This design comes from an exercise in tuning for small area, a short achievable clock period and few clock cycles on the open sky130 flow, not from production work. RTL that was checked went through simulation tests only; none was proved equivalent to the original. Power and IR drop assume default switching activity.

## wip/raven
Design qm_top, start of the top module:
module qm_top (
    input  logic        clk,
    input  logic        rst_n,
    input  logic        psel,
    input  logic        penable,
    input  logic        pwrite,
    input  logic [11:0] paddr,
    input  logic [31:0] pwdata,
    output logic [31:0] prdata,
    output logic        pready,
    output logic        pslverr
);
Size: ~3000 cells after synthesis, ~550 flip-flops, about 83 I/O pins, ~0.026 sq mm of cells after synthesis.
==> module qm_top, before the edit <==
module qm_top (
    input  logic        clk,
    input  logic        rst_n,
    input  logic        psel,
    input  logic        penable,
    input  logic        pwrite,
    input  logic [11:0] paddr,
    input  logic [31:0] pwdata,
    output logic [31:0] prdata,
    output logic        pready,
    output logic        pslverr
);
    function automatic logic [31:0] lowest(input logic [31:0] x);
        logic [31:0] p;
        p = x;
        for (int s = 0; s < 5; s++) begin
            for (int i = 0; i < 32; i++) begin
                if ((i >> s) & 1) p[i] = p[i] | p[((i >> s) << s) - 1];
            end
        end
        lowest = x & ~{p[30:0], 1'b0};
    endfunction
    function automatic logic [4:0] enc(input logic [31:0] oh);
        enc = '0;
        for (int i = 0; i < 32; i++) begin
            if (oh[i]) enc = enc | 5'(i);
        end
    endfunction
    logic setup, access;
    logic a_onset, a_ctrl, a_status, a_result, mapped;
    logic [4:0] k;
    assign setup    = psel & ~penable;
    assign access   = psel & penable;
    assign a_onset  = (paddr == 12'h000);
    assign a_ctrl   = (paddr == 12'h004);
    assign a_status = (paddr == 12'h008);
    assign a_result = (paddr[11:7] == 5'b00010) && (paddr[1:0] == 2'b00);
    assign mapped   = a_onset | a_ctrl | a_status | a_result;
    assign k        = paddr[6:2];
    logic [31:0] onset, spec, run_onset;
    logic        busy, busy_q, pend, done;
    logic        chg;
    logic [1:0]  stab;
    logic        prep_ok;
    assign spec = (psel && pwrite && a_onset) ? pwdata : onset;
    assign chg  = ~busy & ((setup & pwrite & a_onset) | busy_q);
    always_ff @(posedge clk) begin
        if (!rst_n) begin
            onset <= '0;
        end else if (access && pwrite && a_onset) begin
            onset <= pwdata;
        end
        if (!busy) begin
            run_onset <= spec;
        end
    end
    logic [31:0] row_nz_c, nz_q;      
    logic [31:0] rowbits;             
    logic [4:0]  mcur;                
    logic [31:0] gt_row, src, src_oh, row_c;
    logic [31:0] v_oh, rest;
    logic [4:0]  v;
    logic        ess;
    logic        prepping, go_q;
    logic        start_now, step, first, ins, last, any;
    logic [5:0]  prime_cnt, ess_cnt, pc_inc, ec_inc;
    logic [4:0]  age;
    qm_merge_engine i_engine (
        .f      (run_onset),
        .row_nz (row_nz_c),
        .row_oh (src_oh),
        .row    (row_c),
        .cmask  (mcur),
        .cval_oh(v_oh),
        .ess    (ess)
    );
    always_comb begin
        for (int m = 0; m < 32; m++) gt_row[m] = (5'(m) > mcur);
    end
    assign prepping = (~busy | pend) & ~prep_ok;
    assign src    = nz_q & (prepping ? 32'hFFFF_FFFF : gt_row);
    assign src_oh = lowest(src);
    assign v_oh = lowest(rowbits);
    assign v    = enc(v_oh);
    assign rest = rowbits & ~v_oh;
    assign any  = |rowbits;
    assign last = (rest == '0) && (src == '0);
    always_ff @(posedge clk) begin
        go_q <= rst_n & setup & pwrite & a_ctrl & pwdata[0];
    end
    assign start_now = go_q & ~busy;
    assign step      = (start_now & prep_ok) | (busy & ~pend) | (pend & prep_ok);
    assign first     = step & ~(busy & ~pend);
    assign ins       = step & any;
    assign pc_inc = prime_cnt + 6'd1;
    assign ec_inc = ess_cnt + 6'd1;
    always_ff @(posedge clk) begin
        nz_q <= row_nz_c;
        if (step) begin
            if (rest == '0) begin
                rowbits <= row_c;
                mcur    <= enc(src_oh);
            end else begin
                rowbits <= rest;
            end
        end else if (prepping) begin
            rowbits <= row_c;
            mcur    <= enc(src_oh);
        end
        age <= (first & ins) ? 5'd0 : age + 5'd1;
    end
    always_ff @(posedge clk) begin
        if (!rst_n) begin
            busy      <= 1'b0;
            busy_q    <= 1'b0;
            pend      <= 1'b0;
            done      <= 1'b0;
            stab      <= 2'd0;
            prime_cnt <= '0;
            ess_cnt   <= '0;
        end else begin
            busy_q <= busy;
            if ((!busy || pend) && !chg) begin
                stab <= (stab == 2'd2) ? 2'd2 : stab + 2'd1;
            end else begin
                stab <= 2'd0;
            end
            if (start_now) begin
                busy <= 1'b1;
                done <= 1'b0;
                pend <= ~prep_ok;
            end
            if (step) begin
                prime_cnt <= first ? {5'd0, ins} : pc_inc;
                if (first)           ess_cnt <= {5'd0, ins & ess};
                else if (ins && ess) ess_cnt <= ec_inc;
                pend      <= 1'b0;
                if (!any || last) begin
                    busy <= 1'b0;
                    done <= 1'b1;
                end else begin
                    busy <= 1'b1;
                    done <= 1'b0;
                end
            end
        end
    end
    assign prep_ok = (stab == 2'd2);
    logic [10:0] ring [32];
    always_ff @(posedge clk) begin
        ring[0] <= ins ? {ess, mcur, v} : ring[31];
        for (int j = 1; j < 32; j++) begin
            ring[j] <= ring[j-1];
        end
    end
    logic        rd_onset, rd_status, rd_result, err_q;
    logic [31:0] sel_oh;
    logic [4:0]  sel;
    logic [10:0] rword;
    assign sel = age + 5'd1 - k;
    always_ff @(posedge clk) begin
        rd_onset  <= ~pwrite & a_onset;
        rd_status <= ~pwrite & a_status;
        rd_result <= ~pwrite & a_result & ({1'b0, k} < prime_cnt);
        for (int j = 0; j < 32; j++) sel_oh[j] <= (sel == 5'(j));
        err_q     <= ~mapped | (pwrite & (a_status | a_result));
    end
    always_comb begin
        rword = '0;
        for (int j = 0; j < 32; j++) rword = rword | (sel_oh[j] ? ring[j] : 11'd0);
        prdata = '0;
        if (rd_onset)  prdata = prdata | onset;
        if (rd_status) prdata = prdata | {10'd0, ess_cnt, 2'd0, prime_cnt, 6'd0, done, busy};
        if (rd_result) prdata = prdata | {15'd0, rword[10], 3'd0, rword[9:5], 3'd0, rword[4:0]};
    end
    assign pready  = 1'b1;
    assign pslverr = err_q;
endmodule
export LEC_CHECK = 0
export CAP_MARGIN = 30
export CORE_MARGIN = 2
export CORE_UTILIZATION = 40
export SLEW_MARGIN = 20
create_clock -name core_clock -period 12.0 [get_ports {clk}]
standard.sh (not shown) runs the stock make flow with config.mk's settings and CLKGATE_MAP_FILE= SYNTH_SCRIPT=/design/flow/synth_recipe.tcl, a recipe that flattens the netlist after the stock synthesis.
==> flow/flow/run.sh <==
#!/bin/bash
# Standard ORFS flow, with timing repair aiming past the clock target and
# plain buffers on the ports.
set -euo pipefail
bash standard.sh SETUP_SLACK_MARGIN=8 'BUFFER_PORTS_ARGS=-buffer_cell sky130_fd_sc_hd__buf_2' finish > standard.log 2>&1
The inputs of wip/nickel differ from those of wip/raven as listed below.
diff --git a/flow/design.v b/flow/design.v
--- a/flow/design.v
+++ b/flow/design.v
@@ -792,29 +792,29 @@
     always_ff @(posedge clk) begin
         ring[0] <= ins ? {ess, mcur, v} : ring[31];
         for (int j = 1; j < 32; j++) begin
             ring[j] <= ring[j-1];
         end
     end
-    logic        rd_onset, rd_status, rd_result, err_q;
-    logic [31:0] sel_oh;
-    logic [4:0]  sel;
+    logic        rd_status, err_q;
+    logic [31:0] rd_q;
     logic [10:0] rword;
-    assign sel = age + 5'd1 - k;
+    logic [31:0] rd_word;
+    assign rword = ring[5'(age - k)];
+    always_comb begin
+        rd_word = '0;
+        if (a_onset) rd_word = onset;
+        if (a_result && ({1'b0, k} < prime_cnt))
+            rd_word = {15'd0, rword[10], 3'd0, rword[9:5], 3'd0, rword[4:0]};
+    end
     always_ff @(posedge clk) begin
-        rd_onset  <= ~pwrite & a_onset;
+        rd_q      <= pwrite ? 32'd0 : rd_word;
         rd_status <= ~pwrite & a_status;
-        rd_result <= ~pwrite & a_result & ({1'b0, k} < prime_cnt);
-        for (int j = 0; j < 32; j++) sel_oh[j] <= (sel == 5'(j));
         err_q     <= ~mapped | (pwrite & (a_status | a_result));
     end
     always_comb begin
-        rword = '0;
-        for (int j = 0; j < 32; j++) rword = rword | (sel_oh[j] ? ring[j] : 11'd0);
-        prdata = '0;
-        if (rd_onset)  prdata = prdata | onset;
+        prdata = rd_q;
         if (rd_status) prdata = prdata | {10'd0, ess_cnt, 2'd0, prime_cnt, 6'd0, done, busy};
-        if (rd_result) prdata = prdata | {15'd0, rword[10], 3'd0, rword[9:5], 3'd0, rword[4:0]};
     end
     assign pready  = 1'b1;
     assign pslverr = err_q;
 endmodule
### Flow results
Summary of wip/nickel over wip/raven: routed wire length rose about 15%, achievable frequency increased about 8%, global routing usage summed across all routing layers increased 5.7 points, switching part of the total power shows a reduction of 12 points, total power fell 2.2 mW.
Looking at startpoint-to-endpoint class of the critical path, the reg2out result is from wip/raven; the in2reg one comes from wip/nickel.
Testbench counts of wip/nickel, summed over its fixed seeds: cycles 7,828.
For wip/raven, only the layout was checked, not whether the RTL still works.

---

== the baseline ==
Another version of the RTL of qm_top (not shown whole).
Size: ~530 flip-flops, roughly 83 I/O pins.
// qm_top
module qm_top (
    input  logic        clk,
    input  logic        rst_n,
    input  logic        psel,
    input  logic        penable,
    input  logic        pwrite,
    input  logic [11:0] paddr,
    input  logic [31:0] pwdata,
    output logic [31:0] prdata,
    output logic        pready,
    output logic        pslverr
);
    function automatic logic [31:0] lowest(input logic [31:0] x);
        logic [31:0] p;
        p = x;
        for (int s = 0; s < 5; s++) begin
            for (int i = 0; i < 32; i++) begin
                if ((i >> s) & 1) p[i] = p[i] | p[((i >> s) << s) - 1];
            end
        end
        lowest = x & ~{p[30:0], 1'b0};
    endfunction
    function automatic logic [4:0] enc(input logic [31:0] oh);
        enc = '0;
        for (int i = 0; i < 32; i++) begin
            if (oh[i]) enc = enc | 5'(i);
        end
    endfunction
    logic setup, access;
    logic a_onset, a_ctrl, a_status, a_result, mapped;
    logic [4:0] k;
    assign setup    = psel & ~penable;
    assign access   = psel & penable;
    assign a_onset  = (paddr == 12'h000);
    assign a_ctrl   = (paddr == 12'h004);
    assign a_status = (paddr == 12'h008);
    assign a_result = (paddr[11:7] == 5'b00010) && (paddr[1:0] == 2'b00);
    assign mapped   = a_onset | a_ctrl | a_status | a_result;
    assign k        = paddr[6:2];
  ...
==> module qm_top, before the edit <==
module qm_top (
    input  logic        clk,
    input  logic        rst_n,
    input  logic        psel,
    input  logic        penable,
    input  logic        pwrite,
    input  logic [11:0] paddr,
    input  logic [31:0] pwdata,
    output logic [31:0] prdata,
    output logic        pready,
    output logic        pslverr
);
    function automatic logic [31:0] lowest(input logic [31:0] x);
        logic [31:0] p;
        p = x;
        for (int s = 0; s < 5; s++) begin
            for (int i = 0; i < 32; i++) begin
                if ((i >> s) & 1) p[i] = p[i] | p[((i >> s) << s) - 1];
            end
        end
        lowest = x & ~{p[30:0], 1'b0};
    endfunction
    function automatic logic [4:0] enc(input logic [31:0] oh);
        enc = '0;
        for (int i = 0; i < 32; i++) begin
            if (oh[i]) enc = enc | 5'(i);
        end
    endfunction
    logic setup, access;
    logic a_onset, a_ctrl, a_status, a_result, mapped;
    logic [4:0] k;
    assign setup    = psel & ~penable;
    assign access   = psel & penable;
    assign a_onset  = (paddr == 12'h000);
    assign a_ctrl   = (paddr == 12'h004);
    assign a_status = (paddr == 12'h008);
    assign a_result = (paddr[11:7] == 5'b00010) && (paddr[1:0] == 2'b00);
    assign mapped   = a_onset | a_ctrl | a_status | a_result;
    assign k        = paddr[6:2];
    logic [31:0] onset, spec, run_onset;
    logic        busy, busy_q, pend, done;
    logic        chg;
    logic [1:0]  stab;
    logic        prep_ok;
    assign spec = (psel && pwrite && a_onset) ? pwdata : onset;
    assign chg  = ~busy & ((setup & pwrite & a_onset) | busy_q);
    always_ff @(posedge clk) begin
        if (!rst_n) begin
            onset <= '0;
        end else if (access && pwrite && a_onset) begin
            onset <= pwdata;
        end
        if (!busy) begin
            run_onset <= spec;
        end
    end
    logic [31:0] row_nz_c;            
    logic [31:0] rowbits;             
    logic [4:0]  mcur;                
    logic [31:0] rr;                  
    logic [31:0] src_oh, row_c;
    logic [31:0] v_oh, rest;
    logic [4:0]  v;
    logic        ess;
    logic        prepping, go_q;
    logic        start_now, step, first, ins, last, any;
    logic [5:0]  prime_cnt, ess_cnt, pc_inc, ec_inc;
    logic [3:0]  age_lo;              
    logic [7:0]  age_hi;              
    qm_merge_engine i_engine (
        .f      (run_onset),
        .row_nz (row_nz_c),
        .row_oh (src_oh),
        .row    (row_c),
        .cmask  (mcur),
        .cval_oh(v_oh),
        .ess    (ess)
    );
    assign prepping = (~busy | pend) & ~prep_ok;
    assign src_oh = lowest(rr);
    assign v_oh = lowest(rowbits);
    assign v    = enc(v_oh);
    assign rest = rowbits & ~v_oh;
    assign any  = |rowbits;
    assign last = (rest == '0) && (rr == '0);
    always_ff @(posedge clk) begin
        go_q <= rst_n & setup & pwrite & a_ctrl & pwdata[0];
    end
    assign start_now = go_q & ~busy;
    assign step      = (start_now & prep_ok) | (busy & ~pend) | (pend & prep_ok);
    assign first     = step & ~(busy & ~pend);
    assign ins       = step & any;
    assign pc_inc = prime_cnt + 6'd1;
    assign ec_inc = ess_cnt + 6'd1;
    always_ff @(posedge clk) begin
        if (step) begin
            if (rest == '0) begin
                rowbits <= row_c;
                mcur    <= enc(src_oh);
                rr      <= rr & ~src_oh;
            end else begin
                rowbits <= rest;
            end
        end else if (prepping) begin
            if (stab == 2'd0) begin
                rr      <= row_nz_c;
            end else begin
                rowbits <= row_c;
                mcur    <= enc(src_oh);
                rr      <= rr & ~src_oh;
            end
        end
        if (first & ins) begin
            age_lo <= 4'b0001;
            age_hi <= 8'b0000_0001;
        end else begin
            age_lo <= {age_lo[2:0], age_lo[3]};
            if (age_lo[3]) age_hi <= {age_hi[6:0], age_hi[7]};
        end
    end
    always_ff @(posedge clk) begin
        if (!rst_n) begin
            busy      <= 1'b0;
            busy_q    <= 1'b0;
            pend      <= 1'b0;
            done      <= 1'b0;
            stab      <= 2'd0;
            prime_cnt <= '0;
            ess_cnt   <= '0;
        end else begin
            busy_q <= busy;
            if ((!busy || pend) && !chg && !step) begin
                stab <= (stab == 2'd2) ? 2'd2 : stab + 2'd1;
            end else begin
                stab <= 2'd0;
            end
            if (start_now) begin
                busy <= 1'b1;
                done <= 1'b0;
                pend <= ~prep_ok;
            end
            if (step) begin
                prime_cnt <= first ? {5'd0, ins} : pc_inc;
                if (first)           ess_cnt <= {5'd0, ins & ess};
                else if (ins && ess) ess_cnt <= ec_inc;
                pend      <= 1'b0;
                if (!any || last) begin
                    busy <= 1'b0;
                    done <= 1'b1;
                end else begin
                    busy <= 1'b1;
                    done <= 1'b0;
                end
            end
        end
    end
    assign prep_ok = (stab == 2'd2);
    logic [10:0] ring [32];
    always_ff @(posedge clk) begin
        ring[0] <= ins ? {ess, mcur, v} : ring[31];
        for (int j = 1; j < 32; j++) begin
            ring[j] <= ring[j-1];
        end
    end
    logic        rd_onset, rd_status, err_q;
    logic [10:0] rd_q;
    logic [10:0] rword;
    logic [3:0]  k_lo_oh, lo_oh;
    logic [7:0]  k_hi_oh, hi0_oh, hi_oh;
    logic        lo_borrow;
    logic [10:0] grp [8];
    always_comb begin
        for (int i = 0; i < 4; i++) k_lo_oh[i] = (k[1:0] == 2'(i));
        for (int i = 0; i < 8; i++) k_hi_oh[i] = (k[4:2] == 3'(i));
        lo_borrow = 1'b0;
        for (int a = 0; a < 4; a++) lo_borrow = lo_borrow | (age_lo[a] & (k[1:0] > 2'(a)));
        for (int l = 0; l < 4; l++) begin
            lo_oh[l] = 1'b0;
            for (int a = 0; a < 4; a++) lo_oh[l] = lo_oh[l] | (age_lo[a] & k_lo_oh[(a - l + 4) % 4]);
        end
        for (int h = 0; h < 8; h++) begin
            hi0_oh[h] = 1'b0;
            for (int a = 0; a < 8; a++) hi0_oh[h] = hi0_oh[h] | (age_hi[a] & k_hi_oh[(a - h + 8) % 8]);
        end
        for (int h = 0; h < 8; h++) hi_oh[h] = lo_borrow ? hi0_oh[(h + 1) % 8] : hi0_oh[h];
        for (int h = 0; h < 8; h++) begin
            grp[h] = '0;
            for (int l = 0; l < 4; l++) grp[h] = grp[h] | (lo_oh[l] ? ring[4*h + l] : 11'd0);
        end
        rword = '0;
        for (int h = 0; h < 8; h++) rword = rword | (hi_oh[h] ? grp[h] : 11'd0);
    end
    always_ff @(posedge clk) begin
        rd_q      <= (~pwrite & a_result & ({1'b0, k} < prime_cnt)) ? rword : 11'd0;
        rd_onset  <= ~pwrite & a_onset;
        rd_status <= ~pwrite & a_status;
        err_q     <= ~mapped | (pwrite & (a_status | a_result));
    end
    always_comb begin
        prdata = {15'd0, rd_q[10], 3'd0, rd_q[9:5], 3'd0, rd_q[4:0]};
        if (rd_onset)  prdata = prdata | onset;
        if (rd_status) prdata = prdata | {10'd0, ess_cnt, 2'd0, prime_cnt, 6'd0, done, busy};
    end
    assign pready  = 1'b1;
    assign pslverr = err_q;
endmodule
==> flow/config.mk <==
export PLATFORM = sky130hd
export DESIGN_NAME = qm_top
export DESIGN_NICKNAME = qm_top
export VERILOG_FILES = /design/flow/design.v
export SDC_FILE = /design/flow/constraint.sdc
export NUM_CORES = 8
export LEC_CHECK = 0
export ABC_AREA = 1
export CAP_MARGIN = 30
export CORE_MARGIN = 2
export CORE_UTILIZATION = 40
export SLEW_MARGIN = 20
==> flow/constraint.sdc <==
create_clock -name core_clock -period 12.0 [get_ports {clk}]
set_input_delay 2.4000 -clock core_clock [delete_from_list [all_inputs] [get_ports {clk}]]
set_output_delay 2.4000 -clock core_clock [all_outputs]
set_load 0.01 [all_outputs]
==> flow/flow/run.sh <==
#!/bin/bash
# Standard ORFS flow, with timing repair aiming past the clock target and
# plain buffers on the ports.
set -euo pipefail
export CTS_ARGS='-sink_clustering_enable -repair_clock_nets -dont_use_dummy_load'
bash standard.sh SETUP_SLACK_MARGIN=8 'BUFFER_PORTS_ARGS=-buffer_cell sky130_fd_sc_hd__buf_2' finish > standard.log 2>&1
Testbench counts of the baseline, summed over its fixed seeds: cycles 7,828.
The inputs of the candidate differ from those of the baseline as listed below.
--- a/flow/design.v
+++ b/flow/design.v
@@ -769,11 +769,11 @@
             stab      <= 2'd0;
             prime_cnt <= '0;
             ess_cnt   <= '0;
         end else begin
             busy_q <= busy;
-            if ((!busy || pend) && !chg && !step) begin
+            if ((!busy || pend) && !chg) begin
                 stab <= (stab == 2'd2) ? 2'd2 : stab + 2'd1;
             end else begin
                 stab <= 2'd0;
             end
             if (start_now) begin
--- outcome ---
Changes observed in the candidate relative to the baseline: power density of the placed cells fell about 8%, routed length per instance went up. [compare] base=the baseline new=the candidate: total global-route track usage higher, wire length picked up an extra 6100 µm, total power dropped about 5%, share of total power in the clock network +1.7 points, die area -0.43%. Going from the baseline to the candidate, smallest setup slack after layout shows a reduction of 0.054 ns, cell area shows an increase of 3.1%. Complex-gate fraction of the synthesized area | the candidate below the baseline. Worst reg2reg path depth, the baseline and the candidate: larger value in the candidate. Area added between synthesis and finish (higher): the candidate. The candidate reports a higher number of buffer and inverter stages on the critical path than the baseline does.
Testbench counts of the candidate, summed over its fixed seeds: cycles 7,828.

[re-timing with driven ports]
How much do the figures lean on ideal ports? The routed layouts below were timed once more, with nothing changed but the port constraints. Step 1 assumes that a clkbuf_16 drives the clock port and a buf_2 every other input. Step 2 also shifts input and output timing later by t, the mid clock arrival at the registers, as if the neighbouring blocks saw the same clock. Slacks: ideal / step 1 / step 2; pairs: ideal / step 1.
run | t (ns) | setup slack, ns | hold slack, ns | latest minus earliest clock arrival (ns) | worst data-port slew with drivers (ns)
wip/raven | 0.708 | 7.024 / 6.956 / 7.401 | 0.337 / 0.337 / 0.337 | 0.027 / 0.027 | 0.07
wip/nickel | 0.703 | 7.395 / 7.402 / 6.699 | 0.318 / 0.318 / 0.318 | 0.056 / 0.056 | 0.11
the baseline | 0.670 | 8.025 / 7.982 / 7.471 | 0.303 / 0.303 / 0.303 | 0.071 / 0.071 | 0.04
the candidate | 0.657 | 7.971 / 7.967 / 7.360 | 0.286 / 0.286 / 0.286 | 0.098 / 0.097 | 0.04
After both steps every run listed still meets setup and hold. For wip/nickel, which loses most, drivers alone change the setup slack by +0.007 ns; drivers and shift together by -0.696 ns.
